This design comes from an exercise in tuning for small area, a short achievable clock period and few clock cycles per item on the open sky130 flow, not from production work.
Where RTL was checked, it was by simulation tests only, not by an equivalence proof against the original.
For run 6, only the layout was checked, not whether the RTL still works.
Power figures rest on the tool's default switching activity, not on a simulated workload.

<file path="flow/flow/run.sh">
#!/bin/bash
# Standard layout, with plain buffers on the ports instead of the delay cells buffer_ports picks
set -euo pipefail
export BUFFER_PORTS_ARGS="-buffer_cell sky130_fd_sc_hd__buf_2"
bash standard.sh > standard.log 2>&1
</file>
<file path="flow/config.mk">
export PLATFORM = sky130hd
export DESIGN_NAME = execute_stage
export DESIGN_NICKNAME = execute_stage
export VERILOG_FILES = /design/flow/design.v
export SDC_FILE = /design/flow/constraint.sdc
export NUM_CORES = 4
export LEC_CHECK = 0
export ABC_AREA = 1
export CAP_MARGIN = 20
export CORE_MARGIN = 2
export CORE_UTILIZATION = 40
export SETUP_SLACK_MARGIN = 2.0
export SLEW_MARGIN = 20
</file>
<file path="flow/design.v">
`timescale 1ns/1ns
package exec_pkg;
   localparam int GHSR_WIDTH_DEFAULT = 8;
   typedef enum logic [3:0] {
      ALU_ADD   = 4'd0,
      ALU_SUB   = 4'd1,
      ALU_SLL   = 4'd2,
      ALU_SLT   = 4'd3,
      ALU_SLTU  = 4'd4,
      ALU_XOR   = 4'd5,
      ALU_SRL   = 4'd6,
      ALU_SRA   = 4'd7,
      ALU_OR    = 4'd8,
      ALU_AND   = 4'd9,
      ALU_LUI   = 4'd10,  
      ALU_MUL   = 4'd11,
      ALU_MULHU = 4'd12,
      ALU_DIVU  = 4'd13,
      ALU_REMU  = 4'd14
   } alu_op_type;
   typedef enum logic [2:0] {
      BR_EQ  = 3'd0,
      BR_NE  = 3'd1,
      BR_LT  = 3'd2,
      BR_GE  = 3'd3,
      BR_LTU = 3'd4,
      BR_GEU = 3'd5
   } branch_op_type;
   typedef enum logic [1:0] {
      MEM_BYTE = 2'd0,
      MEM_HALF = 2'd1,
      MEM_WORD = 2'd2
   } mem_size_type;
   typedef enum logic [1:0] {
      FWD_NONE   = 2'b00,  
      FWD_MEM_WB = 2'b01,
      FWD_EX_MEM = 2'b10
   } fwd_sel_type;
   typedef struct packed {
      alu_op_type    alu_op;
      logic          alu_src;    
      logic          is_branch;
      branch_op_type branch_op;
      logic          is_jump;    
      logic          is_jumpr;   
      logic          mem_read;
      logic          mem_write;
      mem_size_type  mem_size;
      logic          is_mul;     
   } control_type;
   typedef struct packed {
      logic                          pred_taken;
      logic [31:0]                   pred_target;
      logic [GHSR_WIDTH_DEFAULT-1:0] pred_ghsr;  
   } branch_predict_type;
endpackage
`timescale 1ns/1ns
import exec_pkg::*;
module operand_select (
   input  logic [31:0] data1,
   input  logic [31:0] data2,
   input  logic [1:0]  fwd_sel_rs1,
   input  logic [1:0]  fwd_sel_rs2,
   input  logic [31:0] fwd_data_ex_mem,
   input  logic [31:0] fwd_data_mem_wb,
   output logic [31:0] ops_rs1,
   output logic [31:0] ops_rs2
);
   function automatic logic [31:0] fwd_pick(input logic [1:0] sel, input logic [31:0] rf);
      logic [31:0] low;    
      logic [31:0] high;   
      low      = sel[0] ? fwd_data_mem_wb : rf;
      high     = sel[0] ? rf : fwd_data_ex_mem;
      fwd_pick = sel[1] ? high : low;
   endfunction
   assign ops_rs1 = fwd_pick(fwd_sel_rs1, data1);
   assign ops_rs2 = fwd_pick(fwd_sel_rs2, data2);
endmodule
`timescale 1ns/1ns
import exec_pkg::*;
module alu (
   input  logic [31:0] left,
   input  logic [31:0] right,
   input  logic [3:0]  alu_op,
   output logic [31:0] sum,           
   output logic [31:0] other_result,  
   output logic        lt_signed,     
   output logic        lt_unsigned
);
   logic        sub;
   logic [32:0] sum_c;
   logic [31:0] sh_rev;
   logic        sh_fill;
   logic [31:0] sh_out;
   logic [31:0] sh_out_rev;
   assign sub   = (alu_op == 4'd1) | (alu_op == 4'd3) | (alu_op == 4'd4);
   assign sum_c = {1'b0, left} + {1'b0, sub ? ~right : right} + {32'd0, sub};
   assign sum   = sum_c[31:0];
   assign lt_unsigned = ~sum_c[32];
   assign lt_signed   = (left[31] ^ right[31]) ? left[31] : sum_c[31];
   assign sh_fill = (alu_op == 4'd7) & left[31];
   always_comb begin
      for (int i = 0; i < 32; i++) sh_rev[i] = left[31 - i];
   end
   assign sh_out = $unsigned($signed({sh_fill, (alu_op == 4'd2) ? sh_rev : left}) >>> right[4:0]);
   always_comb begin
      for (int i = 0; i < 32; i++) sh_out_rev[i] = sh_out[31 - i];
   end
   always_comb begin
      case (alu_op)
         4'd2:       other_result = sh_out_rev;
         4'd5:       other_result = left ^ right;
         4'd6, 4'd7: other_result = sh_out;
         4'd8:       other_result = left | right;
         4'd9:       other_result = left & right;
         4'd10:      other_result = right;
         default:    other_result = 32'd0;
      endcase
   end
endmodule
`timescale 1ns/1ns
import exec_pkg::*;
module branch_unit #(
   parameter int GHSR_WIDTH = exec_pkg::GHSR_WIDTH_DEFAULT
) (
   input  logic [31:0]           rs1,
   input  logic [31:0]           rs2,
   input  logic [31:0]           imm,
   input  logic [31:0]           pc,
   input  logic [31:0]           rs1_plus_imm,
   input  exec_pkg::control_type ctrl,
   input  exec_pkg::branch_predict_type branch_predict,
   output logic                  branch_taken,
   output logic [31:0]           branch_target_pc,
   output logic                  branch_flush,
   output logic [GHSR_WIDTH-1:0] ghsr_restore
);
   logic        cond_true;
   logic        eq;
   logic        lt_unsigned;
   logic        lt_signed;
   logic [31:0] pred;
   logic [31:0] pc_x;
   logic [31:0] pc_k;
   logic [31:0] rs_x;
   logic [31:0] rs_k;
   logic        pc_match;
   logic        rs_match;
   logic        target_match;
   assign eq          = (rs1 == rs2);
   assign lt_unsigned = (rs1 < rs2);
   assign lt_signed   = (rs1[31] ^ rs2[31]) ? rs1[31] : lt_unsigned;
   always_comb begin
      case (ctrl.branch_op)
         BR_EQ:   cond_true = eq;
         BR_NE:   cond_true = ~eq;
         BR_LT:   cond_true = lt_signed;
         BR_GE:   cond_true = ~lt_signed;
         BR_LTU:  cond_true = lt_unsigned;
         BR_GEU:  cond_true = ~lt_unsigned;
         default: cond_true = 1'b0;
      endcase
   end
   assign branch_taken = ctrl.is_jump | ctrl.is_jumpr | (ctrl.is_branch & cond_true);
   assign branch_target_pc = ctrl.is_jumpr ? {rs1_plus_imm[31:1], 1'b0} : pc + imm;
   assign pred = branch_predict.pred_target;
   assign pc_x = pc ^ imm;
   assign rs_x = rs1 ^ imm;
   always_comb begin
      pc_k[0] = 1'b0;
      rs_k[0] = 1'b0;
      rs_k[1] = rs1[0] & imm[0];        
      for (int i = 1; i < 32; i++) begin
         pc_k[i] = (pc[i-1] & imm[i-1]) | (pc_x[i-1] & ~pred[i-1]);
         if (i > 1) rs_k[i] = (rs1[i-1] & imm[i-1]) | (rs_x[i-1] & ~pred[i-1]);
      end
   end
   assign pc_match     = ((pc_x ^ pred ^ pc_k) == 32'd0);
   assign rs_match     = ((rs_x[31:1] ^ pred[31:1] ^ rs_k[31:1]) == 31'd0) & ~pred[0];
   assign target_match = ctrl.is_jumpr ? rs_match : pc_match;
   assign branch_flush = (ctrl.is_branch | ctrl.is_jump | ctrl.is_jumpr)
                       & (branch_taken ? (~branch_predict.pred_taken | ~target_match)
                                       : branch_predict.pred_taken);
   assign ghsr_restore = {branch_predict.pred_ghsr[GHSR_WIDTH-2:0], branch_taken};
endmodule
`timescale 1ns/1ns
import exec_pkg::*;
module mul_div (
   input  logic        clk,
   input  logic        reset,
   input  logic        is_mul,
   input  logic [3:0]  alu_op,
   input  logic [31:0] a,
   input  logic [31:0] b,
   output logic [31:0] muldiv_result,
   output logic        muldiv_ready
);
   logic        busy_q;
   logic        div_q;    
   logic [4:0]  cnt_q;
   logic [31:0] x_q;      
   logic [63:0] p_q;
   logic        is_div;
   logic        last;
   logic [5:0]  lz_a;
   logic [5:0]  lz_b;
   logic [2:0]  top_a;
   logic [2:0]  top_b;
   logic        swap;
   logic        b_zero;
   logic [31:0] align_value;
   logic [4:0]  align_amount;
   logic [31:0] b_aligned;
   logic [3:0]  digit;
   logic [35:0] row_acc;
   logic [35:0] row0;
   logic [36:0] low_sum;
   logic [27:0] hi_inc;
   logic [63:0] p_mul;
   logic        qbit;
   logic [31:0] rem_next;
   logic [31:0] quo_next;
   logic [63:0] p_step;
   function automatic logic [5:0] clz32(input logic [31:0] v);
      logic [5:0] n;
      n = 6'd32;
      for (int i = 0; i < 32; i++) if (v[i]) n = 6'(31 - i);
      clz32 = n;
   endfunction
   function automatic logic [2:0] top_digit(input logic [31:0] v);
      logic [2:0] t;
      t = 3'd0;
      for (int i = 1; i < 8; i++) if (v[4*i +: 4] != 4'd0) t = 3'(i);
      top_digit = t;
   endfunction
   assign is_div = alu_op[2] & (alu_op[1] | alu_op[0]);  
   assign last   = (cnt_q == 5'd0);
   assign lz_a   = clz32(a);
   assign lz_b   = clz32(b);
   assign b_zero = (b == 32'd0);
   assign top_a  = top_digit(a);
   assign top_b  = top_digit(b);
   assign swap   = top_a < top_b;
   assign align_value  = (!is_div && swap) ? a : b;
   assign align_amount = is_div ? ((!b_zero && lz_b >= lz_a) ? 5'(lz_b - lz_a) : 5'd0)
                                : {~(swap ? top_a : top_b), 2'b00};
   assign b_aligned    = align_value << align_amount;
   assign digit   = div_q ? 4'b0001 : p_q[63:60];
   assign row_acc = div_q ? {4'b0000, p_q[63:32]} : {p_q[31:0], 4'b0000};
   assign row0    = {{4{div_q}}, (x_q & {32{digit[0]}}) ^ {32{div_q}}};
   assign low_sum = {1'b0, row_acc} + {1'b0, row0}
                  + {4'b0, x_q & {32{digit[1]}}, 1'b0}
                  + {3'b0, x_q & {32{digit[2]}}, 2'b0}
                  + {2'b0, x_q & {32{digit[3]}}, 3'b0}
                  + {36'd0, div_q};
   assign hi_inc  = p_q[59:32] + 28'd1;
   assign p_mul   = {low_sum[36] ? hi_inc : p_q[59:32], low_sum[35:0]};
   assign qbit     = low_sum[36];
   assign rem_next = qbit ? low_sum[31:0] : p_q[63:32];
   assign p_step   = div_q ? {rem_next, quo_next} : p_mul;
   assign quo_next = {p_q[30:0], qbit};
   always_ff @(posedge clk) begin
      if (reset) begin
         busy_q <= 1'b0;
      end else begin
         busy_q <= is_mul & ~(busy_q & last);
      end
   end
   always_ff @(posedge clk) begin
      if (!busy_q) begin
         div_q <= is_div;
         if (is_div) begin
            cnt_q <= align_amount;
            x_q   <= b_aligned;
            p_q   <= {a, {32{b_zero}}};
         end else begin
            cnt_q <= {2'b00, swap ? top_a : top_b};
            x_q   <= swap ? b : a;
            p_q   <= {b_aligned, 32'd0};
         end
      end else begin
         cnt_q <= cnt_q - 5'd1;
         p_q   <= p_step;
         if (div_q) x_q <= {1'b0, x_q[31:1]};
      end
   end
   assign muldiv_result = alu_op[0] ? p_step[31:0] : p_step[63:32];
   assign muldiv_ready = busy_q & last;
endmodule
`timescale 1ns/1ns
import exec_pkg::*;
module result_select (
   input  logic [31:0] rs2,
   input  logic [31:0] pc,
   input  exec_pkg::control_type ctrl,
   input  logic [31:0] sum,
   input  logic [31:0] other_result,
   input  logic        lt_signed,
   input  logic        lt_unsigned,
   input  logic [31:0] muldiv_result,
   output logic [31:0] rd_data,
   output logic [31:0] memory_data
);
   logic        link;
   logic        use_sum;
   logic        use_lt;
   logic        lt;
   logic [31:0] early;
   always_comb begin
      case (ctrl.mem_size)
         MEM_BYTE: memory_data = {4{rs2[7:0]}};
         MEM_HALF: memory_data = {2{rs2[15:0]}};
         default:  memory_data = rs2;
      endcase
   end
   assign link    = ctrl.is_jump | ctrl.is_jumpr;
   assign use_sum = ~link & (ctrl.alu_op[3:1] == 3'd0);
   assign use_lt  = ~link & ((ctrl.alu_op == 4'd3) | (ctrl.alu_op == 4'd4));
   assign lt      = ctrl.alu_op[0] ? lt_signed : lt_unsigned;
   always_comb begin
      if (link) begin
         early = {pc[31:2] + 30'd1, pc[1:0]};  
      end else if (ctrl.is_mul) begin
         early = muldiv_result;
      end else begin
         early = other_result;
      end
   end
   assign rd_data = early | (sum & {32{use_sum}}) | {31'd0, use_lt & lt};
endmodule
`timescale 1ns/1ns
import exec_pkg::*;
module execute_stage #(
   parameter int GHSR_WIDTH = exec_pkg::GHSR_WIDTH_DEFAULT
) (
   input  logic                  clk,
   input  logic                  reset,
   input  logic [31:0]           data1,
   input  logic [31:0]           data2,
   input  logic [31:0]           pc,
   input  logic [31:0]           immediate_data,
   input  logic [15:0]           control_in,      
   input  logic [40:0]           branch_predict,  
   input  logic [1:0]            fwd_sel_rs1,     
   input  logic [1:0]            fwd_sel_rs2,
   input  logic [31:0]           fwd_data_ex_mem,
   input  logic [31:0]           fwd_data_mem_wb,
   output logic [15:0]           control_out,
   output logic [31:0]           rd_data,
   output logic [31:0]           branch_target_pc,
   output logic                  branch_flush,
   output logic [31:0]           memory_data,
   output logic [31:0]           memory_addr,
   output logic                  ex2if_branch_valid,
   output logic                  ex2if_branch_taken,
   output logic [31:0]           ex2if_branch_addr,
   output logic [31:0]           ex2if_branch_target_addr,
   output logic                  ex2if_branch_update_ghsr,
   output logic [GHSR_WIDTH-1:0] ex2if_ghsr_restore,
   output logic                  muldiv_ready
);
   exec_pkg::control_type        ctrl;
   exec_pkg::branch_predict_type bp;
   logic [31:0] rs1;
   logic [31:0] rs2;
   logic [31:0] right;
   logic [31:0] sum;
   logic [31:0] other_result;
   logic        lt_signed;
   logic        lt_unsigned;
   logic [31:0] muldiv_result;
   assign ctrl = control_in;
   assign bp   = branch_predict;
   operand_select operand_select_i (
      .data1           (data1),
      .data2           (data2),
      .fwd_sel_rs1     (fwd_sel_rs1),
      .fwd_sel_rs2     (fwd_sel_rs2),
      .fwd_data_ex_mem (fwd_data_ex_mem),
      .fwd_data_mem_wb (fwd_data_mem_wb),
      .ops_rs1         (rs1),
      .ops_rs2         (rs2)
   );
   assign right = ctrl.alu_src ? immediate_data : rs2;
   assign memory_addr = rs1 + immediate_data;
   alu alu_i (
      .left        (rs1),
      .right       (right),
      .alu_op      (ctrl.alu_op),
      .sum         (sum),
      .other_result(other_result),
      .lt_signed   (lt_signed),
      .lt_unsigned (lt_unsigned)
   );
   branch_unit #(
      .GHSR_WIDTH (GHSR_WIDTH)
   ) branch_unit_i (
      .rs1              (rs1),
      .rs2              (rs2),
      .imm              (immediate_data),
      .pc               (pc),
      .rs1_plus_imm     (memory_addr),
      .ctrl             (ctrl),
      .branch_predict   (bp),
      .branch_taken     (ex2if_branch_taken),
      .branch_target_pc (branch_target_pc),
      .branch_flush     (branch_flush),
      .ghsr_restore     (ex2if_ghsr_restore)
   );
   mul_div mul_div_i (
      .clk           (clk),
      .reset         (reset),
      .is_mul        (ctrl.is_mul),
      .alu_op        (ctrl.alu_op),
      .a             (rs1),
      .b             (rs2),
      .muldiv_result (muldiv_result),
      .muldiv_ready  (muldiv_ready)
   );
   result_select result_select_i (
      .rs2           (rs2),
      .pc            (pc),
      .ctrl          (ctrl),
      .sum           (sum),
      .other_result  (other_result),
      .lt_signed     (lt_signed),
      .lt_unsigned   (lt_unsigned),
      .muldiv_result (muldiv_result),
      .rd_data       (rd_data),
      .memory_data   (memory_data)
   );
   assign ex2if_branch_valid       = ctrl.is_branch | ctrl.is_jump | ctrl.is_jumpr;
   assign ex2if_branch_update_ghsr = ctrl.is_branch;
   assign ex2if_branch_addr        = pc;
   assign ex2if_branch_target_addr = branch_target_pc;
   assign control_out              = control_in;
endmodule
</file>
<file path="flow/standard.sh">
#!/bin/bash
# synth_recipe.tcl (not shown) runs the flow's synth.tcl, then flattens the netlist and writes it again
# the make line also repeats each setting of config.mk as NAME=value (left out here)
make -C /OpenROAD-flow-scripts/flow DESIGN_CONFIG=/design/flow/config.mk WORK_HOME=/design/flow/orfs CLKGATE_MAP_FILE= SYNTH_SCRIPT=/design/flow/synth_recipe.tcl "${@:-finish}"
</file>
<file path="flow/constraint.sdc">
create_clock -name core_clock -period 10.0 [get_ports {clk}]
set_input_delay 2.0000 -clock core_clock [delete_from_list [all_inputs] [get_ports {clk}]]
set_output_delay 2.0000 -clock core_clock [all_outputs]
set_load 0.01 [all_outputs]
</file>
==> results of run 1 <==
==> routing by layer <==
metal,vias to the layer above,track usage,share of wire
li1,17770,-,-
met1,18490,0.5326,0.40
met2,2569,0.6141,0.43
met3,560,0.07211,0.11
met4,16,0.2176,0.069
met5,-,0,0.00060
==> what timing repair did <==
item,CTS,global route
setup buffers,37,76
cloned,10,19
pin swaps,47,93
setup endpoints to repair,142,119
resized for setup,251,255
==> synthesized netlist by cell type (51+ instances only) <==
library cell,count,area share
buf_4,102,0.025
a21oi_1,245,0.040
nand3_1,415,0.067
inv_1,457,0.055
o21ai_1,56,0.0090
clkbuf_1,143,0.017
xor2_1,119,0.034
ha_1,242,0.098
nor2_1,262,0.032
o211ai_1,73,0.018
a32oi_1,51,0.014
nand2_1,1591,0.19
o21ai_0,437,0.071
xnor2_1,64,0.018
dfxtp_1,70,0.045
fa_1,162,0.10
==> registers in the layout, summed over array words and instances, names as in the netlist <==
name              count
mul_div_i.busy_q      1
mul_div_i.p_q        64
mul_div_i.cnt_q       5
mul_div_i.div_q       1
mul_div_i.x_q        32
==> report_power, final <==
group	internal, mW	switching, mW	leakage, nW
clock network	0.183	0.213	0.153
registers	0.574	0.191	0.933
logic	2.64	4.36	16.9
==> per-stage QoR <==
stage / area [um2] / setup WS [ns] / instances
after floorplan: 30980 / 2.067 / 5076
after global placement: 33780 / 0.7761 / 6368
after detailed placement: 33780 / 0.8156 / 6368
after CTS: 35560 / 1.888 / 6431
after global routing: 37530 / 1.606 / 6527
final: 37550 / 1.816 / 6535
==> critical path: cells and delay by family (launching register included) <==
family / cells / cell delay [ns]
adders and majority gates: 4 / 1.90
DFF: 1 / 0.46
and+or+nand+nor: 12 / 1.71
AOI/OAI and AO/OA: 4 / 0.44
buffers and inverters: 9 / 1.27
==> final timing paths <==
check	endpoint	start	cells past startpoint	slack, ns
worst max-delay path	rd_data[28]	mul_div_i.div_q	29	1.82
worst min-delay path	mul_div_i.cnt_q[0]	mul_div_i.cnt_q[0]	1	0.50
worst max register to register	mul_div_i.p_q[54]	mul_div_i.div_q	29	4.41
worst min register to register	mul_div_i.cnt_q[0]	mul_div_i.cnt_q[0]	1	0.50
==> kinds of logic (layout without fill, tap and decap cells) <==
logic type | Yosys count | count (layout) | synth area share
AO/OA/AOI/OAI | 1104 | 1105 | 0.2157
XOR/XNOR | 183 | 183 | 0.05175
adder cells (fa/ha/maj) | 404 | 404 | 0.2025
buffers and inverters | 821 | 1230 | 0.1188
flip-flops | 103 | 103 | 0.07724
multiplexers | 26 | 26 | 0.008402
other | 0 | 8 | 0
AND/OR/NAND/NOR | 2435 | 2436 | 0.3257
==> cell type report <==
| class | count | area [um2] | area share |
|---|---|---|---|
| Clock buffer | 9 | 225.2 | 0.005997 |
| Antenna cell | 8 | 20.02 | 0.0005331 |
| Sequential cell | 103 | 2394 | 0.06374 |
| Multi-Input combinational cell | 4154 | 26440 | 0.7042 |
| Tap cell | 1040 | 1301 | 0.03465 |
| Timing Repair inverter | 6 | 50.05 | 0.001333 |
| Timing Repair Buffer | 725 | 5121 | 0.1364 |
| Inverter | 483 | 1908 | 0.05081 |
| Clock inverter | 7 | 88.84 | 0.002366 |
==> layout by cell type (no fill, tap or decap), types with 20 or more instances in the layout <==
cell type | synthesis | layout
a32oi_1 | 51 | 51
o21ai_1 | 56 | 87
xnor2_1 | 64 | 61
buf_4 | 102 | 209
nand4_1 | 31 | 31
dfxtp_1 | 70 | 69
fa_1 | 162 | 150
buf_12 | 0 | 22
o21ai_2 | 3 | 55
ha_1 | 242 | 210
clkbuf_16 | 0 | 20
a21oi_2 | 2 | 22
o21ai_0 | 437 | 347
buf_2 | 48 | 447
nor2_2 | 6 | 31
inv_1 | 457 | 441
o2111ai_1 | 33 | 32
nor3_1 | 43 | 36
buf_6 | 19 | 21
nor2_1 | 262 | 228
o211ai_1 | 73 | 73
edfxtp_1 | 33 | 33
a31oi_1 | 28 | 25
nand2_2 | 29 | 55
a21oi_1 | 245 | 220
ha_4 | 0 | 26
xor2_1 | 119 | 113
nand2_1 | 1591 | 1550
nand3_1 | 415 | 399
a22oi_1 | 36 | 36
mux2i_1 | 26 | 26
==> notes.md, run 1 <==
Period utilisation layout = 0.8184
# nets final = 6141
P_leak = 18.01 nW
Worst min path class = register to register
TritonRoute pass-1 iters = 6
Routed Antenna Nets = 0
Initial DRC count = 4913
Worst vdd ir = 0.1841 mV
Max-Cap Viols = 0
Power Density = 217.3 nW/um2
Area growth from synthesis to layout = 21.24%
Grt ovf = 0
Clock Path Buffers = 2
Critical path's largest stage delay = 0.59 ns
RSZ-0062 raised after global routing = true
Mapped cell area = 30970 um2
Synth unique cells = 73
Initial antenna violation count = 13
CP required = 8.00 ns
Count of final setup violators = 0
Vias per cell = 6.030
WL final = 169500 um
Primary FF master, synth = dfxtp_1
CP arrival = 6.18 ns
Vert. Die Dim = 282.3 um
Top cell by count, worst path = nand2_1
WL/cell = 25.94 um
Setup TNS = 0 ns
Core box area = 77080 um2
Die area = 79680 um2
Hold_ws = 0.5042 ns
Crit-path slowest cell = fa_2
Total power = 8.159 mW
CTS Root Cell = clkbuf_16
Clk Latency, worst-skew pair = 0.39 ns
Relative slew margins = 0.1915
Critical path class = register to output pin
CTS H-Tree Depth = 3
Vias = 39410
Syn avg cell area = 6.102 um2
Hold buffers post-CTS = 0
Max Fclk = 122.2 MHz
Sink Count = 103
Seq/Total Area, Yosys = 0.07724
Tot GR Track Use = 0.4007
Drt drc = 0
Synthesized Nets = 5735
Crit path max fanout = 9
Clock Skew = 0.01356 ns
Warnings from Yosys = 5
Final hold viol count = 0
Clk slew on worst S/H paths = 0.09 ns
Gate Count Post-Synth = 5076
Pins Over Slew Limit = 0
FILL cells = 8213
Min Tclk post-route = 8.184 ns
Initial core utilization = 0.4018
Worst-Margin Slew = 1.208 ns
Chip width = 282.3 um
Vias in the first global route = 34680
Synth async-reset ratio = 0
Number of synthesized flops with an enable pin = 33
Final RePlAce weighted congestion = 1.052
Port-buffer cells = 456
IO Count = 476
First-pass GRT wire length = 234500 um
Pin count of the biggest net entering global routing = 74
Total CTS buffers = 9
Placement row count = 102
Type of origin of the critical path = register
Crit end category = output pin
Status = complete, no violations
Flops & latches, synth = 103
Detailed placement HPWL = 127600 um
Final Util = 0.4872
Layout cells sized above 1 = 0.2076
CTS tree = built
Testbench counts, summed over its fixed seeds: cycles 34,886, instrs 24,164.
==> run 2, diff against run 1 <==
--- a/flow/config.mk
+++ b/flow/config.mk
@@ -7,3 +7,2 @@
 export LEC_CHECK = 0
-export ABC_AREA = 1
 export CAP_MARGIN = 20
@@ -11,3 +10,3 @@
 export CORE_UTILIZATION = 40
-export SETUP_SLACK_MARGIN = 2.0
+export SETUP_SLACK_MARGIN = 1.5
 export SLEW_MARGIN = 20
==> notes.md, run 2 <==
Hold buffers post-CTS = 0
Worst path top cell family by delay = compound AO/OA/AOI/OAI gates
Syn avg cell area = 7.579 um2
Relative slew margins = 0.2137
Min Tclk post-route = 8.719 ns
Drt drc = 0
Die area = 81200 um2
Worst min path class = register to register
Area contributors post-synth = mux2i_1 (11%), fa_1 (10%), ha_1 (9.6%), a21oi_1 (5.0%), nand2_1 (4.9%)
Crit-path slowest cell = fa_2
Crit path buf inv count = 6
Max-Cap Viols = 0
Max Fclk = 114.7 MHz
WL met3 = 20500 um
DP Cell Count = 5520
WL/cell = 31.20 um
Clk slew on worst S/H paths = 0.07 ns
Status = complete, no violations
Pins Over Slew Limit = 0
Power Internal = 4.165 mW
TritonRoute pass-1 iters = 6
CP Launch Point = mul_div_i.div_q
Crit end category = output pin
Clock Path Buffers = 2
Initial antenna violation count = 5
Detailed placement HPWL = 139000 um
Core box area = 78610 um2
Seq/Total Area, Yosys = 0.07577
Hold_sp = mul_div_i.cnt_q[0]
Max reg flops = 64
Setup TNS = 0 ns
Critical path class = register to output pin
Crit path max fanout = 11
Count of final setup violators = 0
RSZ-0062 raised after global routing = true
Initial core utilization = 0.4016
Switching pwr = 5.683 mW
Worst r2r src = mul_div_i.div_q
Critical path's largest stage delay = 0.59 ns
Worst-Margin Slew = 1.157 ns
P_leak = 16.99 nW
First-pass GRT wire length = 246600 um
Pin count of the biggest net entering global routing = 81
Non-Filler Instances = 5643
Chip width = 285.0 um
CP Cell Sequence = nor2_4 -> buf_12 -> nand2_4 -> fa_2 -> fa_1 -> inv_2 -> fa_2 -> ha_4 -> a211oi_2 -> or4_4 -> a21oi_4 -> o211ai_1 -> a211oi_2 -> o2111a_1 -> a211oi_4 -> buf_6 -> buf_4 -> bufbuf_16 -> and2_1 -> o21ai_1 -> o211ai_1 -> a21o_1 -> a32oi_2 -> buf_2
Vias = 36540
Port-buffer cells = 456
Tot GR Track Use = 0.4141
Synth unique cells = 102
Synth async-reset ratio = 0
Vias in the first global route = 34190
Gate Count Post-Synth = 4166
Flops & latches, synth = 103
CTS H-Tree Depth = 3
Final hold viol count = 0
Area growth from synthesis to layout = 18.89%
Placement row count = 103
Combinational share of power = 0.881
Type of origin of the critical path = register
CTS tree = built
DRT met1 WL = 68290 um
Highest routed layer = met5
Synthesized Nets = 4825
Routed Antenna Nets = 0
Mapped cell area = 31570 um2
Primary FF master, synth = dfxtp_1
CP required = 8.00 ns
Top-count cell post-synth = nand2_1
CTS Root Cell = clkbuf_16
Clk Latency, worst-skew pair = 0.36 ns
Clock power frac = 0.041
Most common cell after layout, fill and taps aside = buf_2
Total CTS buffers = 9
Layout cells sized above 1 = 0.2412
Period utilisation layout = 0.8719
Top Registers = mul_div_i.p_q (64), mul_div_i.x_q (32), mul_div_i.cnt_q (5)
WL final = 176100 um
Routed met2 length = 73130 um
Power Density = 262.3 nW/um2
Seq pwr share = 0.078
Share of the synthesized area in the top cell type = 0.1103
# nets final = 5243
CP arrival = 6.72 ns
Vias per cell = 6.475
Clock Skew = 0.009741 ns
Largest Register = mul_div_i.p_q
Warnings from Yosys = 5
Most frequent cells in the layout = buf_2 (447), nand2_1 (404), mux2i_1 (316)
Final RePlAce weighted congestion = 1.046
Commonest cells in the netlist = nand2_1 (412), mux2i_1 (348), a21oi_1 (313), inv_1 (284), nor2_1 (283)
IO Count = 476
Number of synthesized flops with an enable pin = 33
FILL cells = 8015
Initial DRC count = 4692
Vert. Die Dim = 285.0 um
Sink Count = 103
Sw Ratio = 0.5771
Worst vdd ir = 0.2311 mV
Cell type with the largest total area after synthesis = mux2i_1
Grt ovf = 0
-- run 2: changes by cell type in the layout (fill, tap and decap cells not counted), sizes merged, moves of 95 or more --
cell,previous run,this run
nand2,1623,412
inv,474,289
mux2,0,95
o21ai,496,255
nand3,419,105
mux2i,26,350
-- run 2: kinds of logic after synthesis --
kind of cell               Yosys count  share of synthesized area
AOI/OAI and AO/OA                 1179                     0.2466
xor gates and xnor gates           255                    0.07074
adders and majority gates          404                     0.1986
buffers and inverters              635                    0.09209
DFF                                103                    0.07577
muxes                              451                     0.1502
and+or+nand+nor                   1139                     0.1660
-- run 2: metrics by stage --
step | hold WS, ns | setup WS, ns | utilization | area [um2] | power, mW
3_5_place_dp | 0.4649 | 0.5448 | 0.4453 | 35000 | 7.853
6_report | 0.4694 | 1.281 | 0.4775 | 37540 | 9.848
4_1_cts | 0.4754 | 1.347 | 0.4703 | 36970 | 9.196
5_1_grt | 0.4892 | 1.112 | 0.4774 | 37530 | 10.35
3_3_place_gp | 0.4609 | 0.5992 | 0.4453 | 35000 | 7.847
2_1_floorplan | 0.4352 | 1.471 | - | 31590 | 5.241
-- run 2: layout make-up --
cell class	instances	area, um2	area share
multi-input cells	3429	27420	0.7303
repair buffers	748	4976	0.1326
flip-flops and latches	103	2396	0.06383
well taps	1050	1314	0.03500
inverters	293	1112	0.02963
clock buffers	11	232.7	0.006200
clock inverters	5	82.58	0.002200
diodes	4	10.01	0.0002666
-- run 2: worst paths after layout --
kind / slack (ns) / to / depth (start not counted)
worst min-delay path: 0.47 / mul_div_i.cnt_q[0] / 1
worst min register to register: 0.47 / mul_div_i.cnt_q[0] / 1
worst max register to register: 1.40 / mul_div_i.p_q[45] / 48
worst max-delay path: 1.28 / rd_data[20] / 24
-- run 2: per-layer routing --
metal / up-vias / global-route usage
li1: 15860 / -
met3: 553 / 0.09392
met1: 17550 / 0.5389
met5: - / 0
met2: 2572 / 0.6172
met4: 2 / 0.2643
-- run 2: worst reg2reg max path: cells and delay by family (launching register included) --
| kind | cells | cell delay (ns) |
|---|---|---|
| buf+inv | 31 | 3.83 |
| fa+ha+maj | 4 | 1.79 |
| compound gates | 8 | 1.53 |
| flops | 1 | 0.55 |
| simple gates | 3 | 0.46 |
| mux | 2 | 0.34 |
-- run 2: power groups by stage --
stage	Sequential, mW	Combinational [mW]	Clock (mW)
global placement	0.756	7.09	0
floorplan	0.659	4.58	0
CTS	0.749	8.05	0.398
detailed placement	0.755	7.10	0
global route	0.775	9.17	0.413
finish	0.770	8.68	0.399
-- run 2: what timing repair did --
item                       in CTS  in global routing
resized for setup             192                 94
setup endpoints to repair      83                121
pin swaps                      41                 29
gates cloned                    9                  2
buffers inserted               69                 23
==> run 3, diff against run 2 <==
--- a/flow/config.mk
+++ b/flow/config.mk
@@ -7,2 +7,3 @@
 export LEC_CHECK = 0
+export ABC_AREA = 1
 export CAP_MARGIN = 20
==> notes.md, run 3 <==
Status = complete, no violations
IO Count = 476
Flops & latches, synth = 103
Top-count cell post-synth = nand2_1
Tot GR Track Use = 0.3910
Primary FF master, synth = dfxtp_1
Worst min path class = register to register
Worst vdd ir = 0.1215 mV
Warnings from Yosys = 5
Cell type with the largest total area after synthesis = nand2_1
Share of the synthesized area in the top cell type = 0.1928
Most common cell after layout, fill and taps aside = nand2_1
Synthesized Nets = 5735
Detailed placement HPWL = 126700 um
Post-route setup slack = 1.560 ns
Hold_ws = 0.5061 ns
# nets final = 6034
Number of cells on the worst reg-to-reg path = 26
Vert. Die Dim = 282.3 um
Vias in the first global route = 34670
Pins Over Slew Limit = 0
Critical path class = register to output pin
Commonest cells in the netlist = nand2_1 (1591), inv_1 (457), o21ai_0 (437), nand3_1 (415), nor2_1 (262)
First-pass GRT wire length = 230000 um
Synth async-reset ratio = 0
Levels on crit path = 27
Worst path top cell family by delay = compound AO/OA/AOI/OAI gates
Pre-CTS setup slack = 0.7376 ns
CP arrival = 6.44 ns
Worst hold stages = 1
Relative slew margins = 0.2032
P_leak = 17.09 nW
WL final = 163000 um
Min Tclk post-route = 8.440 ns
Synth unique cells = 73
Initial DRC count = 4875
Total CTS buffers = 9
CP required = 8.00 ns
Clk slew on worst S/H paths = 0.08 ns
Worst r2r src = mul_div_i.div_q
Chip width = 282.3 um
Sink Count = 103
Type of origin of the critical path = register
Mapped cell area = 30970 um2
Gate Count Post-Synth = 5076
Clk Latency, worst-skew pair = 0.39 ns
Largest Register = mul_div_i.p_q
Initial core utilization = 0.4018
Period utilisation layout = 0.8440
Max reg flops = 64
Area growth from synthesis to layout = 14.34%
Number of synthesized flops with an enable pin = 33
Worst-Margin Slew = 1.191 ns
Hold buffers post-CTS = 0
WL/cell = 25.36 um
Clock Path Buffers = 2
Crit-path slowest cell = o21ai_0
Pin count of the biggest net entering global routing = 88
Max Fclk = 118.5 MHz
Final RePlAce weighted congestion = 1.027
Crit path buf inv count = 7
Seq/Total Area, Yosys = 0.07724
Multi-input logic area = 25550 um2
Most frequent cells in the layout = nand2_1 (1575), buf_2 (455), inv_1 (446)
Setup TNS = 0 ns
Top Registers = mul_div_i.p_q (64), mul_div_i.x_q (32), mul_div_i.cnt_q (5)
CTS tree = built
Crit path max fanout = 12
Final hold viol count = 0
Vias = 38230
Area contributors post-synth = nand2_1 (19%), fa_1 (10%), ha_1 (9.8%), o21ai_0 (7.1%), nand3_1 (6.7%)
Die area = 79680 um2
Grt ovf = 0
Port-buffer cells = 456
CTS Root Cell = clkbuf_16
Hold_sp = mul_div_i.cnt_q[0]
Crit end category = output pin
Drt drc = 0
Vias per cell = 5.949
Initial antenna violation count = 9
TritonRoute pass-1 iters = 7
CP Launch Point = mul_div_i.div_q
CTS H-Tree Depth = 3
Register Area = 2394 um2
Placement row count = 102
Power Density = 203.6 nW/um2
FILL cells = 8508
Core box area = 77080 um2
Clock Skew = 0.01828 ns
Syn avg cell area = 6.102 um2
Count of final setup violators = 0
Layout cells sized above 1 = 0.1634
Max-Cap Viols = 0
Routed Antenna Nets = 0
Critical path's largest stage delay = 0.72 ns
RSZ-0062 raised after global routing = true
-- run 3: cell types whose count changed in the layout (fill, tap and decap cells not counted), sizes merged, moves of 44 or more --
cell,delta
mux2i,-324
mux2,-95
a211oi,-57
nand3,+314
inv,+181
a21oi,-66
buf,-128
a221oi,-44
a21o,-65
o21ai,+241
nand2,+1210
xnor2,-61
-- run 3: timing repair --
| action | in CTS | in global routing |
|---|---|---|
| gates resized for setup | 86 | 160 |
| gates cloned | 4 | 7 |
| hold endpoints to repair | 0 | 0 |
| buffers inserted | 8 | 21 |
| endpoints found under the setup margin | 64 | 112 |
| pin swaps | 3 | 35 |
-- run 3: routing by layer --
layer | part of all wire | global-route usage | wire [um]
met2 | 0.43 | 0.5977 | 70350
met3 | 0.099 | 0.06930 | 16210
met4 | 0.063 | 0.2192 | 10280
met1 | 0.41 | 0.5190 | 66100
met5 | 0.00018 | 0 | 30
-- run 3: cells by family after synthesis --
kind of cell	Yosys count	share of synthesized area
AOI/OAI and AO/OA	1104	0.2157
xor gates and xnor gates	183	0.05175
adders and majority gates	404	0.2025
buffers and inverters	821	0.1188
DFF	103	0.07724
muxes	26	0.008402
and+or+nand+nor	2435	0.3257
-- run 3: per-stage QoR --
step	std cells	utilization	total power, mW	instance area [um2]
after floorplan	5076	-	4.171	30970
after global placement	6363	0.4378	6.042	33750
after detailed placement	6363	0.4378	6.052	33750
after CTS	6391	0.4470	6.587	34450
after global routing	6423	0.4594	7.686	35410
final	6426	0.4595	7.211	35420
-- run 3: final timing paths --
path                                      endpoint  slack (ns)
worst max-delay path                   rd_data[24]        1.56
worst min-delay path            mul_div_i.cnt_q[0]        0.51
worst max register to register   mul_div_i.p_q[53]        4.27
worst min register to register  mul_div_i.cnt_q[0]        0.51
-- run 3: power breakdown --
group | internal [mW] | switching [mW]
combinational | 2.10 | 3.98
sequential | 0.574 | 0.179
clock | 0.176 | 0.198
-- run 3: final cells by class --
cell class	instances	share of cell area
clock buffer	10	0.006465
timing repair buffer	624	0.1114
timing repair inverter	2	0.0004593
antenna	6	0.0004239
sequential	103	0.06758
clock inverter	6	0.001731
multi-input combinational	4152	0.7213
inverter	483	0.05384
tap	1040	0.03674
==> run 4, diff against run 3 <==
--- a/flow/design.v
+++ b/flow/design.v
@@ -69,7 +69,10 @@
    function automatic logic [31:0] fwd_pick(input logic [1:0] sel, input logic [31:0] rf);
-      logic [31:0] low;    
-      logic [31:0] high;   
-      low      = sel[0] ? fwd_data_mem_wb : rf;
-      high     = sel[0] ? rf : fwd_data_ex_mem;
-      fwd_pick = sel[1] ? high : low;
+      logic s_mw;
+      logic s_em;
+      logic s_rf;
+      s_mw     = ~sel[1] & sel[0];
+      s_em     = sel[1] & ~sel[0];
+      s_rf     = ~(s_mw | s_em);
+      fwd_pick = (rf & {32{s_rf}}) | (fwd_data_mem_wb & {32{s_mw}})
+               | (fwd_data_ex_mem & {32{s_em}});
    endfunction
@@ -108,13 +111,8 @@
    end
-   always_comb begin
-      case (alu_op)
-         4'd2:       other_result = sh_out_rev;
-         4'd5:       other_result = left ^ right;
-         4'd6, 4'd7: other_result = sh_out;
-         4'd8:       other_result = left | right;
-         4'd9:       other_result = left & right;
-         4'd10:      other_result = right;
-         default:    other_result = 32'd0;
-      endcase
-   end
+   assign other_result = (sh_out_rev   & {32{alu_op == 4'd2}})
+                       | ((left ^ right) & {32{alu_op == 4'd5}})
+                       | (sh_out       & {32{alu_op[3:1] == 3'b011}})   
+                       | ((left | right) & {32{alu_op == 4'd8}})
+                       | ((left & right) & {32{alu_op == 4'd9}})
+                       | (right        & {32{alu_op == 4'd10}});
 endmodule
@@ -319,11 +317,5 @@
    assign lt      = ctrl.alu_op[0] ? lt_signed : lt_unsigned;
-   always_comb begin
-      if (link) begin
-         early = {pc[31:2] + 30'd1, pc[1:0]};  
-      end else if (ctrl.is_mul) begin
-         early = muldiv_result;
-      end else begin
-         early = other_result;
-      end
-   end
+   assign early = ({pc[31:2] + 30'd1, pc[1:0]} & {32{link}})  
+                | (muldiv_result & {32{ctrl.is_mul}})
+                | other_result;
    assign rd_data = early | (sum & {32{use_sum}}) | {31'd0, use_lt & lt};
==> notes.md, run 4 <==
Status = complete, no violations
RSZ-0062 raised after global routing = true
Seq pwr share = 0.098
Pin count of the biggest net entering global routing = 102
Final hold viol count = 0
Seq/Total Area, Yosys = 0.07888
Fin area = 34340 um2
Layout cells sized above 1 = 0.1663
Critical path class = input pin to output pin
Worst vdd ir = 0.1823 mV
Clock power frac = 0.046
Area growth from synthesis to layout = 13.25%
Share of the synthesized area in the top cell type = 0.1735
Syn avg cell area = 6.230 um2
Count of final setup violators = 0
Commonest cells in the netlist = nand2_1 (1402), inv_1 (504), o21ai_0 (415), nand3_1 (361), a21oi_1 (269)
Worst hold stages = 1
Power Density = 235.7 nW/um2
Clock Path Buffers = 2
Primary FF master, synth = dfxtp_1
Number of cells on the worst reg-to-reg path = 27
Gate Count Post-Synth = 4868
Crit end category = output pin
Clk slew on worst S/H paths = 0.07 ns
Layer with the highest usage = met2
CTS Root Cell = clkbuf_16
WL/cell = 27.39 um
Detailed placement HPWL = 136800 um
Vias in the first global route = 34160
Number of synthesized flops with an enable pin = 33
Sw Ratio = 0.6191
Pre-CTS setup slack = 0.7003 ns
Largest Register = mul_div_i.p_q
Post-route setup slack = 1.458 ns
Routed Antenna Nets = 0
DP Cell Count = 6107
Most common cell after layout, fill and taps aside = nand2_1
Top Registers = mul_div_i.p_q (64), mul_div_i.x_q (32), mul_div_i.cnt_q (5)
WL final = 169100 um
Met1 Resource Use GR = 0.5489
Clk Latency, worst-skew pair = 0.38 ns
Synth unique cells = 74
Period utilisation layout = 0.8542
Port-buffer cells = 456
Worst min path class = register to register
Total CTS buffers = 9
Placed Area = 33050 um2
Power Internal = 3.083 mW
Combinational share of power = 0.856
Clock Skew = 0.01744 ns
Mapped cell area = 30330 um2
Final RePlAce weighted congestion = 1.042
Tot GR Track Use = 0.4161
Core box area = 74700 um2
M3 GR Usage = 0.08499
P_leak = 16.65 nW
Hold_sp = mul_div_i.cnt_q[0]
Worst R2R End = mul_div_i.p_q[34]
Max Fclk = 117.1 MHz
Met2 GRT Util = 0.6137
Vert. Die Dim = 279.3 um
IO Count = 476
Flops & latches, synth = 103
Most frequent cells in the layout = nand2_1 (1392), inv_1 (492), buf_2 (456)
Type of origin of the critical path = input pin
Area contributors post-synth = nand2_1 (17%), fa_1 (11%), ha_1 (10%), o21ai_0 (6.8%), inv_1 (6.2%)
TritonRoute pass-1 iters = 6
Hold_ws = 0.4895 ns
Grt ovf = 0
Cell type with the largest total area after synthesis = nand2_1
Synth async-reset ratio = 0
R2R Setup Slk = 4.37 ns
Hold buffers post-CTS = 0
Non-Filler Instances = 6172
Initial DRC count = 4747
CP arrival = 6.54 ns
First-pass GRT wire length = 236800 um
Vias per cell = 6.034
Synthesized Nets = 5531
Pins Over Slew Limit = 0
Max reg flops = 64
CTS tree = built
Worst r2r src = mul_div_i.div_q
Sink Count = 103
Warnings from Yosys = 5
Drt drc = 0
Endpoint, Worst Hold = mul_div_i.cnt_q[0]
CTS H-Tree Depth = 3
Vias = 37240
Worst-Margin Slew = 1.315 ns
Die area = 78030 um2
Initial core utilization = 0.4060
# nets final = 5846
Max-Cap Viols = 0
Initial antenna violation count = 17
Crit path max fanout = 7
Min Tclk post-route = 8.542 ns
Chip width = 279.3 um
Setup TNS = 0 ns
Relative slew margins = 0.1141
Placement row count = 100
CP required = 8.00 ns
Switching pwr = 5.012 mW
Top-count cell post-synth = nand2_1
-- run 4: final cells by class --
type	instances	area [um2]
multi-input cells	3934	24780
clock inverters	7	65.06
fillers	8087	40350
diodes	15	37.54
inverters	528	2016
well taps	969	1212
clock buffers	9	225.2
repair buffers	607	3616
flip-flops and latches	103	2394
-- run 4: per-layer routing --
metal  share of wire  wire, um  up-vias
met5         0.00048        81        -
met4           0.082     13890       12
met3            0.11     18790      481
met2            0.41     69060     2396
met1            0.40     67230    17470
li1                -         -    16880
-- run 4: power groups by stage --
stage	registers, mW	logic (mW)	clock network [mW]
after floorplan	0.681	4.27	0
after global placement	0.789	6.31	0
after detailed placement	0.787	6.31	0
after CTS	0.777	6.45	0.373
after global routing	0.799	7.49	0.388
final	0.791	6.93	0.372
-- run 4: cells by family (layout without fill, tap and decap cells) --
family,Yosys count,count (layout),synth area share
other,0,15,0
multiplexers,37,37,0.01225
AND/OR/NAND/NOR,2238,2238,0.3153
buffers and inverters,831,1151,0.1222
AO/OA/AOI/OAI,1070,1070,0.2106
adder cells (fa/ha/maj),408,408,0.2084
XOR/XNOR,181,181,0.05227
flip-flops,103,103,0.07888
-- run 4: timing repair --
item                                    4_1_cts  5_1_grt
cloned                                        1        3
pin swaps                                    11       27
buffers inserted                              7       23
endpoints found under the setup margin       78      116
gates resized for setup                      70      101
-- run 4: through the flow --
step	total power, mW	utilization
global placement	7.097	0.4424
global route	8.678	0.4596
detailed placement	7.098	0.4425
CTS	7.604	0.4507
floorplan	4.946	-
finish	8.095	0.4598
-- run 4: worst max path at each step --
stage                          from          end  cells after the start
floorplan            fwd_sel_rs2[0]  rd_data[26]                     29
global placement     fwd_sel_rs2[0]  rd_data[26]                     28
detailed placement   fwd_sel_rs2[0]  rd_data[26]                     28
CTS                 mul_div_i.div_q  rd_data[23]                     28
global route         fwd_sel_rs2[0]  rd_data[24]                     30
finish               fwd_sel_rs1[0]  rd_data[21]                     17
-- run 4: critical path, cell delays in order --
cell	delay, ns
buf_2	0.11
inv_1	0.08
ha_4	0.24
buf_4	0.15
nand2_1	0.07
nand3_2	0.49
inv_1	0.75
o21ai_0	0.25
nand2_1	0.09
o21ai_0	0.11
o21ai_0	0.31
o21ai_0	0.21
o21ai_0	0.23
o22ai_1	0.15
a2111oi_0	0.87
nand3_1	0.22
buf_2	0.20
Testbench counts of run 4, summed over its fixed seeds: cycles 34,886, instrs 24,164.
==> run 5, diff against run 4 <==
==> flow/flow/run.sh (replaced) <==
#!/bin/bash
# Standard layout, with plain buffers on the ports instead of the delay cells buffer_ports picks
set -euo pipefail
export BUFFER_PORTS_ARGS="-buffer_cell sky130_fd_sc_hd__buf_1"
bash standard.sh > standard.log 2>&1
==> notes.md, run 5 <==
Status = complete, no violations
Register Area = 2394 um2
CP arrival = 6.45 ns
Critical path's largest stage delay = 0.66 ns
Synth unique cells = 74
Vias per cell = 6.063
CP Launch Point = fwd_sel_rs1[0]
Relative slew margins = 0.1137
Most frequent cells in the layout = nand2_1 (1386), inv_1 (492), buf_1 (445)
Number of synthesized flops with an enable pin = 33
Initial core utilization = 0.4060
Warnings from Yosys = 5
Synthesized Nets = 5531
Pins Over Slew Limit = 0
Power Density = 240.3 nW/um2
WL final = 165300 um
R2R Setup Slk = 4.37 ns
Setup TNS = 0 ns
Worst-Margin Slew = 1.315 ns
Period utilisation layout = 0.8445
Area contributors post-synth = nand2_1 (17%), fa_1 (11%), ha_1 (10%), o21ai_0 (6.8%), inv_1 (6.2%)
Count of final setup violators = 0
DP Cell Count = 6105
Drt drc = 0
Chip width = 279.3 um
Crit end category = output pin
Commonest cells in the netlist = nand2_1 (1402), inv_1 (504), o21ai_0 (415), nand3_1 (361), a21oi_1 (269)
Syn avg cell area = 6.230 um2
Top Registers = mul_div_i.p_q (64), mul_div_i.x_q (32), mul_div_i.cnt_q (5)
Most common cell after layout, fill and taps aside = nand2_1
Worst vdd ir = 0.2022 mV
Max-Cap Viols = 0
Gate Count Post-Synth = 4868
Routed Antenna Nets = 0
Max Fclk = 118.4 MHz
FILL cells = 8064
Primary FF master, synth = dfxtp_1
Synth async-reset ratio = 0
Initial DRC count = 5095
Port-buffer cells = 456
Vias in the first global route = 33970
First-pass GRT wire length = 232100 um
CTS H-Tree Depth = 3
IO Count = 476
Vias = 37530
Number of cells on the worst reg-to-reg path = 26
Crit path buf inv count = 5
CTS Root Cell = clkbuf_16
Levels on crit path = 17
CP required = 8.00 ns
Clk Latency, worst-skew pair = 0.37 ns
CP Cell Sequence = buf_1 -> inv_1 -> ha_2 -> buf_4 -> nand2_1 -> nand3_2 -> clkinvlp_4 -> fa_1 -> o21ai_0 -> a211oi_1 -> o2111ai_1 -> nor4_1 -> nand3_1 -> o21ai_0 -> and3_1 -> a21oi_1 -> buf_1
P_leak = 15.59 nW
Worst path top cell family by delay = simple AND/OR/NAND/NOR gates
Top-count cell post-synth = nand2_1
Hold buffers post-CTS = 0
Worst R2R End = mul_div_i.p_q[38]
Final hold viol count = 0
WL/cell = 26.71 um
Crit-path slowest cell = fa_1
Critical Path End = branch_flush
Total CTS buffers = 9
TritonRoute pass-1 iters = 7
Vert. Die Dim = 279.3 um
RSZ-0062 raised after global routing = true
Core box area = 74700 um2
Seq/Total Area, Yosys = 0.07888
CTS tree = built
Clock Path Buffers = 2
Flops & latches, synth = 103
Pin count of the biggest net entering global routing = 69
Clk slew on worst S/H paths = 0.06 ns
Grt ovf = 0
Non-Filler Instances = 6190
Sink Count = 103
Area growth from synthesis to layout = 12.76%
Min Tclk post-route = 8.445 ns
Layout cells sized above 1 = 0.09007
Max reg flops = 64
Type of origin of the critical path = input pin
Placement row count = 100
Detailed placement HPWL = 131800 um
Critical path class = input pin to output pin
Mapped cell area = 30330 um2
Tot GR Track Use = 0.4070
Worst r2r src = mul_div_i.div_q
Initial antenna violation count = 15
Share of the synthesized area in the top cell type = 0.1735
Clock Skew = 0.02130 ns
Final RePlAce weighted congestion = 1.085
Crit path max fanout = 15
Largest Register = mul_div_i.p_q
Die area = 78030 um2
Cell type with the largest total area after synthesis = nand2_1
# nets final = 5865
Worst min path class = register to register
Multi-input logic area = 24920 um2
[run 5: cell counts after synthesis]
Identical to the previous run, type by type.
[run 5: repair_timing]
action                     in CTS  in global routing
setup buffers                  13                 34
pin swaps                      20                 48
setup endpoints to repair      72                116
gates resized for setup        81                145
gates cloned                    4                  2
[run 5: worst reg2reg max path, delay by kind of cell (launching register included)]
family / cells / cell delay [ns]
buffers and inverters: 7 / 1.09
adders and majority gates: 4 / 1.85
DFF: 1 / 0.41
AOI/OAI and AO/OA: 4 / 0.68
and+or+nand+nor: 11 / 1.48
[run 5: logic make-up after synthesis]
logic type	after synthesis	share of synthesized area
AND/OR/NAND/NOR	2238	0.3153
XOR/XNOR	181	0.05227
AO/OA/AOI/OAI	1070	0.2106
multiplexers	37	0.01225
adder cells (fa/ha/maj)	408	0.2084
flip-flops	103	0.07888
buffers and inverters	831	0.1222
[run 5: per-layer routing]
layer,part of all wire,vias to the layer above,GRT usage
met5,0.000067,-,0
met4,0.081,2,0.2714
met3,0.12,523,0.09383
met2,0.41,2550,0.5873
met1,0.39,17530,0.5392
li1,-,16930,-
[run 5: power breakdown]
group	internal, mW	switching, mW	total (mW)	leakage [nW]
Sequential	0.581	0.211	0.792	0.936
Clock	0.193	0.177	0.370	0.146
Combinational	2.41	4.64	7.06	14.5
Total	3.19	5.03	8.22	15.6
[run 5: worst min path at each step]
stage / from / end / slack [ns] / depth (start not counted)
final: mul_div_i.cnt_q[0] / mul_div_i.cnt_q[0] / 0.49 / 1
after global routing: mul_div_i.cnt_q[0] / mul_div_i.cnt_q[0] / 0.53 / 1
after CTS: mul_div_i.cnt_q[0] / mul_div_i.cnt_q[0] / 0.49 / 1
after detailed placement: mul_div_i.cnt_q[0] / mul_div_i.cnt_q[0] / 0.48 / 1
after global placement: mul_div_i.cnt_q[0] / mul_div_i.cnt_q[0] / 0.47 / 1
after floorplan: mul_div_i.cnt_q[0] / mul_div_i.cnt_q[0] / 0.45 / 1
[run 5: final cells by class]
cell class              count  area share
clock buffers              13    0.007940
repair buffers            625     0.09693
inverters                 528     0.05898
diodes                     14    0.001025
clock inverters             3   0.0006220
well taps                 969     0.03546
multi-input cells        3934      0.7288
flip-flops and latches    103     0.07000
repair inverters            1   0.0002195
[run 5: per-stage QoR]
stage          power [mW]  utilization  hold slack [ns]  setup WS (ns)  cell area, um2
5_1_grt             8.845       0.4577           0.5307          1.400           34190
6_report            8.218       0.4578           0.4909          1.555           34200
2_1_floorplan       4.946            -           0.4499          1.769           30330
3_3_place_gp        6.939       0.4346           0.4735         0.8001           32460
3_5_place_dp        6.963       0.4346           0.4798         0.7572           32460
4_1_cts             7.532       0.4449           0.4895          1.416           33230
==> run 6, diff against run 5 <==
--- a/flow/design.v
+++ b/flow/design.v
@@ -89,2 +89,3 @@
    output logic [31:0] other_result,  
+   output logic [31:0] xor_bits,      
    output logic        lt_signed,     
@@ -111,4 +112,5 @@
    end
+   assign xor_bits = left ^ right;
    assign other_result = (sh_out_rev   & {32{alu_op == 4'd2}})
-                       | ((left ^ right) & {32{alu_op == 4'd5}})
+                       | (xor_bits     & {32{alu_op == 4'd5}})
                        | (sh_out       & {32{alu_op[3:1] == 3'b011}})   
@@ -128,2 +130,3 @@
    input  logic [31:0]           rs1_plus_imm,
+   input  logic [31:0]           xor_bits,      
    input  exec_pkg::control_type ctrl,
@@ -147,3 +150,3 @@
    logic        target_match;
-   assign eq          = (rs1 == rs2);
+   assign eq          = (xor_bits == 32'd0);
    assign lt_unsigned = (rs1 < rs2);
@@ -162,3 +165,4 @@
    assign branch_taken = ctrl.is_jump | ctrl.is_jumpr | (ctrl.is_branch & cond_true);
-   assign branch_target_pc = ctrl.is_jumpr ? {rs1_plus_imm[31:1], 1'b0} : pc + imm;
+   assign branch_target_pc = ({rs1_plus_imm[31:1], 1'b0} & {32{ctrl.is_jumpr}})
+                           | ((pc + imm) & {32{~ctrl.is_jumpr}});
    assign pred = branch_predict.pred_target;
@@ -306,9 +310,8 @@
    logic [31:0] early;
-   always_comb begin
-      case (ctrl.mem_size)
-         MEM_BYTE: memory_data = {4{rs2[7:0]}};
-         MEM_HALF: memory_data = {2{rs2[15:0]}};
-         default:  memory_data = rs2;
-      endcase
-   end
+   assign memory_data[7:0]   = rs2[7:0];
+   assign memory_data[15:8]  = (ctrl.mem_size == MEM_BYTE) ? rs2[7:0] : rs2[15:8];
+   assign memory_data[23:16] = (ctrl.mem_size == MEM_BYTE || ctrl.mem_size == MEM_HALF) ? rs2[7:0]
+                                                                                      : rs2[23:16];
+   assign memory_data[31:24] = (ctrl.mem_size == MEM_BYTE) ? rs2[7:0]
+                             : (ctrl.mem_size == MEM_HALF) ? rs2[15:8] : rs2[31:24];
    assign link    = ctrl.is_jump | ctrl.is_jumpr;
@@ -360,2 +363,3 @@
    logic [31:0] other_result;
+   logic [31:0] xor_bits;
    logic        lt_signed;
@@ -383,2 +387,3 @@
       .other_result(other_result),
+      .xor_bits    (xor_bits),
       .lt_signed   (lt_signed),
@@ -394,2 +399,3 @@
       .rs1_plus_imm     (memory_addr),
+      .xor_bits         (xor_bits),
       .ctrl             (ctrl),
==> flow/flow/run.sh (replaced) <==
#!/bin/bash
# Standard layout, with plain buffers on the ports instead of the delay cells buffer_ports picks
set -euo pipefail
export BUFFER_PORTS_ARGS="-buffer_cell sky130_fd_sc_hd__buf_2"
bash standard.sh > standard.log 2>&1
==> notes.md, run 6 <==
Clock power frac = 0.044
Register Area = 2394 um2
CP Launch Point = fwd_sel_rs2[0]
Drt drc = 0
Top Registers = mul_div_i.p_q (64), mul_div_i.x_q (32), mul_div_i.cnt_q (5)
Most frequent cells in the layout = nand2_1 (1425), inv_1 (479), buf_2 (455)
Seq pwr share = 0.092
Final hold viol count = 0
Vias = 37380
Clk Latency, worst-skew pair = 0.39 ns
Switching pwr = 5.215 mW
# nets final = 5863
Commonest cells in the netlist = nand2_1 (1447), inv_1 (487), o21ai_0 (408), nand3_1 (392), nor2_1 (264)
Multi-input logic area = 25090 um2
Share of the synthesized area in the top cell type = 0.1807
Vert. Die Dim = 278.1 um
Number of cells on the worst reg-to-reg path = 26
Initial antenna violation count = 26
Core box area = 74450 um2
Detailed placement HPWL = 140300 um
Primary FF master, synth = dfxtp_1
Warnings from Yosys = 4
Vias per cell = 6.035
Syn avg cell area = 6.172 um2
Area contributors post-synth = nand2_1 (18%), fa_1 (11%), ha_1 (10%), o21ai_0 (6.8%), nand3_1 (6.5%)
Max Fclk = 118.4 MHz
Clock Skew = 0.01926 ns
RSZ-0062 raised after global routing = true
CTS H-Tree Depth = 3
P_leak = 16.67 nW
Worst vdd ir = 0.2063 mV
Chip width = 278.1 um
Top cell by count, worst path = nand2_1
Worst path top cell family by delay = simple AND/OR/NAND/NOR gates
Grt ovf = 0
Worst r2r src = mul_div_i.div_q
WL final = 174100 um
Setup TNS = 0 ns
Sink Count = 103
Type of origin of the critical path = input pin
Crit end category = output pin
Pin count of the biggest net entering global routing = 72
Cell type with the largest total area after synthesis = nand2_1
Layout cells sized above 1 = 0.1715
Crit-path slowest cell = nor3_1
Worst R2R End = mul_div_i.p_q[39]
Die area = 77360 um2
Flops & latches, synth = 103
Clk slew on worst S/H paths = 0.09 ns
CP Cell Sequence = buf_2 -> inv_1 -> ha_4 -> buf_6 -> nand2_1 -> nand3_2 -> nand2_1 -> o21ai_0 -> xor2_1 -> ha_1 -> nand2_1 -> nor3_1 -> nand3_1 -> o21ai_0 -> buf_4 -> nand2_1 -> o311ai_0 -> a21oi_1 -> o21ai_0 -> nand4_1 -> buf_2
Clock Path Buffers = 2
Number of synthesized flops with an enable pin = 33
Min Tclk post-route = 8.445 ns
Port-buffer cells = 456
Crit path buf inv count = 5
Worst min path class = register to register
Critical path class = input pin to output pin
Max reg flops = 64
Synthesized Nets = 5533
Power Internal = 3.294 mW
Top-count cell post-synth = nand2_1
Synth async-reset ratio = 0
Period utilisation layout = 0.8445
Sw Ratio = 0.6129
Area growth from synthesis to layout = 15.61%
Worst-Margin Slew = 1.291 ns
CP required = 8.00 ns
Power Density = 244.8 nW/um2
Critical Path End = rd_data[29]
Final RePlAce weighted congestion = 1.053
Gate Count Post-Synth = 4871
Seq/Total Area, Yosys = 0.07958
Levels on crit path = 21
Largest Register = mul_div_i.p_q
Tot GR Track Use = 0.4282
Critical path's largest stage delay = 0.49 ns
Initial core utilization = 0.4038
Combinational share of power = 0.864
Total CTS buffers = 9
Relative slew margins = 0.1304
FILL cells = 8110
First-pass GRT wire length = 240400 um
Final Util = 0.4668
Max-Cap Viols = 0
Mapped cell area = 30060 um2
CTS Root Cell = clkbuf_16
TritonRoute pass-1 iters = 6
Count of final setup violators = 0
WL/cell = 28.11 um
CP arrival = 6.44 ns
Synth unique cells = 69
Initial DRC count = 4770
CTS tree = built
Crit path max fanout = 26
Routed Antenna Nets = 0
Vias in the first global route = 34050
Pins Over Slew Limit = 0
Placement row count = 100
R2R Setup Slk = 4.32 ns
IO Count = 476
Most common cell after layout, fill and taps aside = nand2_1
Status = complete, no violations
run 6: cell types whose count changed after synthesis, moves of 7 or more:
cell and delta:
nand2_1 +45, nand3_1 +31, o211ai_1 -28, nand3_2 -27, a21oi_1 -22, inv_1 -17
nor4_1 +15, clkbuf_1 +14, xor2_1 +12, buf_6 -9, nor3_1 +9, a221oi_1 -7
o21ai_0 -7, o21bai_1 -7
run 6: worst reg2reg max path: stages (launching register included):
cell	delay (ns)
edfxtp_1	0.48
buf_6	0.18
nor2_4	0.24
buf_12	0.15
clkbuf_16	0.18
nand2_1	0.09
fa_1	0.42
inv_2	0.11
fa_1	0.46
fa_1	0.49
ha_4	0.32
inv_1	0.08
nor3_4	0.20
nand2_2	0.10
nor2_4	0.17
nand4_1	0.20
nand3_1	0.15
nand2_1	0.07
nand2_2	0.14
buf_6	0.17
buf_6	0.22
nor2_1	0.12
o21ai_0	0.15
a21oi_1	0.07
a31oi_2	0.26
buf_4	0.16
o221ai_1	0.11
run 6: per-layer routing:
layer  GRT usage  vias up  part of all wire
met3     0.09226      391              0.12
met2      0.6308     2393              0.41
met4      0.2283        4             0.064
li1            -    16910                 -
met5           0        -           0.00013
met1      0.5822    17680              0.40
run 6: worst min-delay path by stage:
| stage | start | to | cells past startpoint |
|---|---|---|---|
| floorplan | mul_div_i.cnt_q[0] | mul_div_i.cnt_q[0] | 1 |
| global placement | mul_div_i.cnt_q[0] | mul_div_i.cnt_q[0] | 1 |
| detailed placement | mul_div_i.cnt_q[0] | mul_div_i.cnt_q[0] | 1 |
| CTS | mul_div_i.cnt_q[0] | mul_div_i.cnt_q[0] | 1 |
| global route | mul_div_i.cnt_q[0] | mul_div_i.cnt_q[0] | 1 |
| finish | mul_div_i.cnt_q[0] | mul_div_i.cnt_q[0] | 1 |
run 6: kinds of logic after synthesis:
kind of cell | synth area share
flops | 0.07958
buf+inv | 0.1180
simple gates | 0.3233
compound gates | 0.1989
fa+ha+maj | 0.2098
xor+xnor | 0.05739
mux | 0.01303
run 6: final cells by class:
type / count / area share
Timing Repair Buffer: 619 / 0.1086
Antenna cell: 19 / 0.001368
Clock buffer: 10 / 0.006588
Multi-Input combinational cell: 3955 / 0.7218
Clock inverter: 6 / 0.001476
Tap cell: 969 / 0.03488
Sequential cell: 103 / 0.06887
Inverter: 511 / 0.05605
Timing Repair inverter: 2 / 0.0003600
run 6: what timing repair did:
| item | CTS | global route |
|---|---|---|
| gates cloned | 2 | 4 |
| pin swaps | 5 | 45 |
| hold buffers | 0 | 0 |
| endpoints found under the setup margin | 55 | 103 |
| setup buffers | 6 | 19 |
| gates resized for setup | 72 | 191 |
run 6: power by group through the flow:
stage	combinational, mW	sequential, mW	clock, mW
3_3_place_gp	6.31	0.779	0
5_1_grt	7.91	0.795	0.384
2_1_floorplan	4.18	0.678	0
6_report	7.35	0.786	0.374
3_5_place_dp	6.33	0.780	0
4_1_cts	6.47	0.771	0.371
run 6: per-stage QoR:
stage	instances	hold slack, ns	area [um2]	worst slack [ns]	power (mW)
floorplan	4871	0.4499	30060	1.896	4.859
global placement	6128	0.4837	33030	1.062	7.094
detailed placement	6128	0.4814	33030	1.025	7.106
CTS	6152	0.4930	33650	1.438	7.615
global route	6188	0.5287	34740	1.406	9.088
finish	6194	0.5071	34750	1.555	8.508

==> separate check: timing with driven ports <==
In the flow no input, the clock included, has a driving cell. The finished layouts below were timed again as built, in two steps. Step 1: set_driving_cell puts a clkbuf_16 on clk and a buf_2 on each other input, an assumption about the parent block. Step 2 also shifts input and output timing later by t, the mid clock arrival at the registers, as if the neighbouring blocks saw the same clock. Three values: ideal ports, drivers, drivers and shift; two values: the first two.
run	shift t [ns]	slack for setup (ns)	hold WS [ns]	clock arrival spread, ns
run 1	0.443	1.816 / 1.760 / 1.748	0.504 / 0.504 / 0.504	0.014 / 0.014
run 2	0.409	1.281 / 1.228 / 1.056	0.469 / 0.469 / 0.469	0.010 / 0.009
run 3	0.431	1.560 / 1.507 / 1.461	0.506 / 0.506 / 0.506	0.019 / 0.018
run 4	0.420	1.458 / 1.377 / 1.377	0.490 / 0.490 / 0.490	0.018 / 0.018
run 5	0.413	1.555 / 1.455 / 1.455	0.491 / 0.491 / 0.491	0.021 / 0.021
run 6	0.430	1.555 / 1.522 / 1.525	0.507 / 0.507 / 0.507	0.020 / 0.019
After both steps setup and hold are still met in every run listed. For run 2, which loses most, drivers alone change the setup slack by -0.053 ns; drivers and shift together by -0.225 ns.
